Source: an optimization exercise on an open RTL-to-GDS flow (aim: small area). Production flows keep margins and buffers that such runs may drop.
Function was checked by simulation only, so behaviour that the tests miss may differ from the original.
The flow treats the clock pin as an ideal source, which a real chip does not have.
Power figures rest on the tool's default switching activity, not on a simulated workload.

==> v8: inputs <==
==> flow/design.v (excerpt) <==
module reg_file_mp #(
    parameter int DATA_W = 32,
    parameter int ADDR_W = 5,
    parameter int NUM_RD = 4
) (
    input  logic                     clk,
    input  logic                     rst,
    output logic                     ready,
    input  logic                     we0,
    input  logic [ADDR_W-1:0]        wa0,
    input  logic [DATA_W-1:0]        wd0,
    input  logic                     we1,
    input  logic [ADDR_W-1:0]        wa1,
    input  logic [DATA_W-1:0]        wd1,
    input  logic [NUM_RD*ADDR_W-1:0] ra,
    output logic [NUM_RD*DATA_W-1:0] rd
);
    localparam int DEPTH = 2 ** ADDR_W;
    typedef enum logic {
        CLEAR,
        RUN
    } state_t;
    state_t            state;
    logic [ADDR_W-1:0] clrCnt;
    logic [DATA_W-1:0] mem [DEPTH];
    logic wr0Ok;
    logic wr1Ok;
    assign wr1Ok = we1 && (wa1 != '0);
    assign wr0Ok = we0 && (wa0 != '0) && !(we1 && (wa1 == wa0));
    always_ff @(posedge clk) begin
        if (rst) begin
            state  <= CLEAR;
            clrCnt <= '0;
            ready  <= 1'b0;
        end else begin
            unique case (state)
                CLEAR: begin
                    mem[clrCnt] <= '0;
                    clrCnt      <= clrCnt + ADDR_W'(1);
                    if (clrCnt == ADDR_W'(DEPTH - 1)) begin
                        state <= RUN;
                        ready <= 1'b1;
  ...
==> module reg_file_mp, before the edit <==
module reg_file_mp #(
    parameter int DATA_W = 32,
    parameter int ADDR_W = 5,
    parameter int NUM_RD = 4
) (
    input  logic                     clk,
    input  logic                     rst,
    output logic                     ready,
    input  logic                     we0,
    input  logic [ADDR_W-1:0]        wa0,
    input  logic [DATA_W-1:0]        wd0,
    input  logic                     we1,
    input  logic [ADDR_W-1:0]        wa1,
    input  logic [DATA_W-1:0]        wd1,
    input  logic [NUM_RD*ADDR_W-1:0] ra,
    output logic [NUM_RD*DATA_W-1:0] rd
);
    localparam int DEPTH = 2 ** ADDR_W;
    typedef enum logic {
        CLEAR,
        RUN
    } state_t;
    state_t            state;
    logic [ADDR_W-1:0] clrCnt;
    logic [DATA_W-1:0] mem [DEPTH];
    logic wr0Ok;
    logic wr1Ok;
    assign wr1Ok = we1 && (wa1 != '0);
    assign wr0Ok = we0 && (wa0 != '0) && !(we1 && (wa1 == wa0));
    always_ff @(posedge clk) begin
        if (rst) begin
            state  <= CLEAR;
            clrCnt <= '0;
            ready  <= 1'b0;
        end else begin
            unique case (state)
                CLEAR: begin
                    mem[clrCnt] <= '0;
                    clrCnt      <= clrCnt + ADDR_W'(1);
                    if (clrCnt == ADDR_W'(DEPTH - 1)) begin
                        state <= RUN;
                        ready <= 1'b1;
                    end
                end
                RUN: begin
                    if (wr0Ok) mem[wa0] <= wd0;
                    if (wr1Ok) mem[wa1] <= wd1;
                end
                default: state <= CLEAR;
            endcase
        end
    end
    for (genvar k = 0; k < NUM_RD; k++) begin : gRd
        logic [ADDR_W-1:0] addr;
        logic [DATA_W-1:0] data;
        assign addr = ra[k*ADDR_W +: ADDR_W];
        always_comb begin
            data = mem[addr];
            if ((addr == '0) || !ready) data = '0;
        end
        assign rd[k*DATA_W +: DATA_W] = data;
    end
endmodule
==> flow/config.mk <==
export PLATFORM = sky130hd
export DESIGN_NAME = reg_file_mp
export DESIGN_NICKNAME = reg_file_mp
export VERILOG_FILES = /design/flow/design.v
export SDC_FILE = /design/flow/constraint.sdc
export NUM_CORES = 4
export LEC_CHECK = 0
export CAP_MARGIN = 20
export CORE_MARGIN = 2
export CORE_UTILIZATION = 45
export PLACE_DENSITY = 0.6
export SETUP_SLACK_MARGIN = 0.1
export SLEW_MARGIN = 20
==> flow/constraint.sdc <==
create_clock -name core_clock -period 5.5 [get_ports {clk}]
set_input_delay 1.1000 -clock core_clock [delete_from_list [all_inputs] [get_ports {clk}]]
set_output_delay 1.1000 -clock core_clock [all_outputs]
set_load 0.01 [all_outputs]
standard.sh (not shown) runs the stock make flow with config.mk's settings and CLKGATE_MAP_FILE= SYNTH_SCRIPT=/design/flow/synth_recipe.tcl, a recipe that flattens the netlist after the stock synthesis.
==> flow/flow/run.sh <==
#!/bin/bash
# Standard ORFS layout with two changes: ports buffered with buf_2 instead of the
# default delay-cell buffer; CTS without dummy loads, clkbuf_4/8 in clusters of up to 20.
set -euo pipefail
export BUFFER_PORTS_ARGS="-buffer_cell sky130_fd_sc_hd__buf_2"
export CTS_ARGS="-sink_clustering_enable -repair_clock_nets -dont_use_dummy_load -buf_list {sky130_fd_sc_hd__clkbuf_4 sky130_fd_sc_hd__clkbuf_8} -sink_clustering_size 20 -sink_clustering_max_diameter 40"
bash standard.sh > standard.log 2>&1
==> inputs of v36, as changes to v8 <==
==> flow/design.v (replaced) <==
module reg_file_mp_aoi222 (
    input  logic a0, b0, a1, b1, a2, b2,
    output logic y
);
    assign y = ~((a0 & b0) | (a1 & b1) | (a2 & b2));
endmodule
module reg_file_mp_oai22 (
    input  logic a0, b0, a1, b1,
    output logic y
);
    assign y = ~((a0 | b0) & (a1 | b1));
endmodule
module reg_file_mp_nor2 (
    input  logic a, b,
    output logic y
);
    assign y = ~(a | b);
endmodule
module reg_file_mp_or_n #(
    parameter int N = 16
) (
    input  logic [N-1:0] t,
    output logic         y
);
    assign y = |t;
endmodule
module reg_file_mp #(
    parameter int DATA_W = 32,
    parameter int ADDR_W = 5,
    parameter int NUM_RD = 4
) (
    input  logic                     clk,
    input  logic                     rst,
    output logic                     ready,
    input  logic                     we0,
    input  logic [ADDR_W-1:0]        wa0,
    input  logic [DATA_W-1:0]        wd0,
    input  logic                     we1,
    input  logic [ADDR_W-1:0]        wa1,
    input  logic [DATA_W-1:0]        wd1,
    input  logic [NUM_RD*ADDR_W-1:0] ra,
    output logic [NUM_RD*DATA_W-1:0] rd
);
    localparam int DEPTH = 2 ** ADDR_W;
    localparam int NT    = DEPTH / 2;    
    logic [DATA_W-1:0] memn [DEPTH];
    logic wen;
    assign wen = ready && !rst;
    always_ff @(posedge clk) ready <= !rst;
    assign memn[0] = '1;
    for (genvar i = 1; i < DEPTH; i++) begin : gReg
        logic s0, s1, h;
        logic [DATA_W-1:0] dn;
        logic [DATA_W-1:0] qn;
        assign s1 = wen && we1 && (wa1 == ADDR_W'(i));
        assign s0 = wen && we0 && (wa0 == ADDR_W'(i)) && !s1;
        assign h  = !rst && !s0 && !s1;
        for (genvar b = 0; b < DATA_W; b++) begin : gBit
            reg_file_mp_aoi222 uSel (
                .a0(s0), .b0(wd0[b]), .a1(s1), .b1(wd1[b]), .a2(h), .b2(~qn[b]), .y(dn[b])
            );
        end
        always_ff @(posedge clk) qn <= dn;
        assign memn[i] = qn;
    end
    for (genvar k = 0; k < NUM_RD; k++) begin : gRd
        logic [ADDR_W-1:0] addr;
        logic [DEPTH-1:0]  seln;
        assign addr = ra[k*ADDR_W +: ADDR_W];
        for (genvar i = 0; i < DEPTH; i++) begin : gSel
            assign seln[i] = !(addr == ADDR_W'(i));
        end
        for (genvar b = 0; b < DATA_W; b++) begin : gBit
            logic [NT-1:0] t;
            for (genvar g = 0; g < NT; g++) begin : gGrp
                localparam int I0 = 2 * g + 1;
                if (I0 + 1 < DEPTH) begin : gPair
                    reg_file_mp_oai22 uT (
                        .a0(seln[I0]),     .b0(memn[I0][b]),
                        .a1(seln[I0 + 1]), .b1(memn[I0 + 1][b]),
                        .y(t[g])
                    );
                end else begin : gOne
                    reg_file_mp_nor2 uT (.a(seln[I0]), .b(memn[I0][b]), .y(t[g]));
                end
            end
            reg_file_mp_or_n #(.N(NT)) uOr (.t(t), .y(rd[k*DATA_W + b]));
        end
    end
endmodule
==> flow/flow/run.sh (replaced) <==
#!/bin/bash
# Standard ORFS layout with these changes: ports buffered with buf_2 instead of the
# default delay-cell buffer; CTS without dummy loads, clkbuf_4/8 in clusters of up to 20;
# global routing offered less of met1/met2 (fastroute.tcl); repair buffers up to
# buf_6 only (dontuse.tcl).
set -euo pipefail
export BUFFER_PORTS_ARGS="-buffer_cell sky130_fd_sc_hd__buf_2"
export CTS_ARGS="-sink_clustering_enable -repair_clock_nets -dont_use_dummy_load -buf_list {sky130_fd_sc_hd__clkbuf_4 sky130_fd_sc_hd__clkbuf_8} -sink_clustering_size 20 -sink_clustering_max_diameter 40"
here=$(cd "$(dirname "$0")" && pwd)
export FASTROUTE_TCL=$here/fastroute.tcl
export PRE_GLOBAL_ROUTE_TCL=$here/grt_prep.tcl
export PRE_GLOBAL_PLACE_TCL=$here/dontuse.tcl
export PRE_RESIZE_TCL=$here/dontuse.tcl
export PRE_CTS_TCL=$here/dontuse.tcl
bash standard.sh > standard.log 2>&1
==> flow/flow/dontuse.tcl (new file) <==
# Keep the resizer to buffers up to buf_6 when it repairs long select and data nets.
set_dont_use [list sky130_fd_sc_hd__buf_8 sky130_fd_sc_hd__buf_12 sky130_fd_sc_hd__buf_16]
==> flow/flow/fastroute.tcl (new file) <==
# Global routing layers as the platform's fastroute.tcl, but with less of met1 and met2
# offered to the global router, so that horizontal wires go to met3 and pin access on
# met1 is left room.
set_global_routing_layer_adjustment $::env(MIN_ROUTING_LAYER)-$::env(MAX_ROUTING_LAYER) 0.2
set_global_routing_layer_adjustment met1 0.5
set_global_routing_layer_adjustment met2 0.3

set_routing_layers -clock $::env(MIN_CLK_ROUTING_LAYER)-$::env(MAX_ROUTING_LAYER)
set_routing_layers -signal $::env(MIN_ROUTING_LAYER)-$::env(MAX_ROUTING_LAYER)
==> flow/flow/grt_prep.tcl (new file) <==
source [file join [file dirname [info script]] dontuse.tcl]
source [file join [file dirname [info script]] fastroute.tcl]
Settings changed: CAP_MARGIN 20 to 10, CELL_PAD_IN_SITES_DETAIL_PLACEMENT set to 1, CELL_PAD_IN_SITES_GLOBAL_PLACEMENT set to 2, CORE_UTILIZATION 45 to 40, PLACE_DENSITY 0.6 to 0.55, SETUP_SLACK_MARGIN 0.1 to not set, SLEW_MARGIN 20 to 10, SYNTH_HIERARCHICAL set to 1, SYNTH_MINIMUM_KEEP_SIZE set to 0.
==> results.txt <==
	v36	v8
Fraction of standard cell area in multi-input logic	47.0%	52.3%
Post-synthesis cell type with the largest combined area	sky130_fd_sc_hd__dfxtp_1	sky130_fd_sc_hd__edfxtp_1
Vias	80500	54400
Final RePlAce weighted congestion	1.19	0.906
Combinational cell fraction of total power	10.5%	12.3%
Clk pwr	0.00603 W	0.00624 W
Outcome	failed layout checks	timing/DRC/antenna clean
Violated checks	max-capacitance violations, max-slew violations, negative setup slack	-
Worst setup path startpoint	ra[1]	ready$_SDFFE_PP0P_
Met2 routing resource usage after global routing	87.8%	52.6%
Comb pwr	0.00156 W	0.00208 W
Number of clock buffers in the layout	178	195
Cell total after placement	8601	6925
Bufs and invs on worst path	5	1

## static timing again, ports no longer ideal
The results above use ideal ports. As a check the final layouts listed here were re-extracted and re-timed, cells and wires unchanged. Step 1 assumes that a clkbuf_16 drives the clock port and a buf_2 every other input. Step 2, shift: input delay + t, output delay - t, t = (earliest + latest rising clock arrival at the registers) / 2. This alone moves slack from input paths to output paths. Slacks: no drivers / after step 1 / after step 2; pairs: no drivers / after step 1.
| run | t, ns | setup WS [ns] | worst setup path at the end | clock arrival spread, ns | worst data-port slew with drivers (ns) |
|---|---|---|---|---|---|
| v8 | 1.011 | 0.356 / 0.283 / 0.669 | input to output | 0.116 / 0.116 | 0.21 |
| v36 | 1.018 | -0.208 / -0.240 / -0.240 | input to output | 0.111 / 0.111 | 0.48 |
For v36, which loses most, drivers alone change the setup slack by -0.032 ns; drivers and shift together by -0.032 ns.
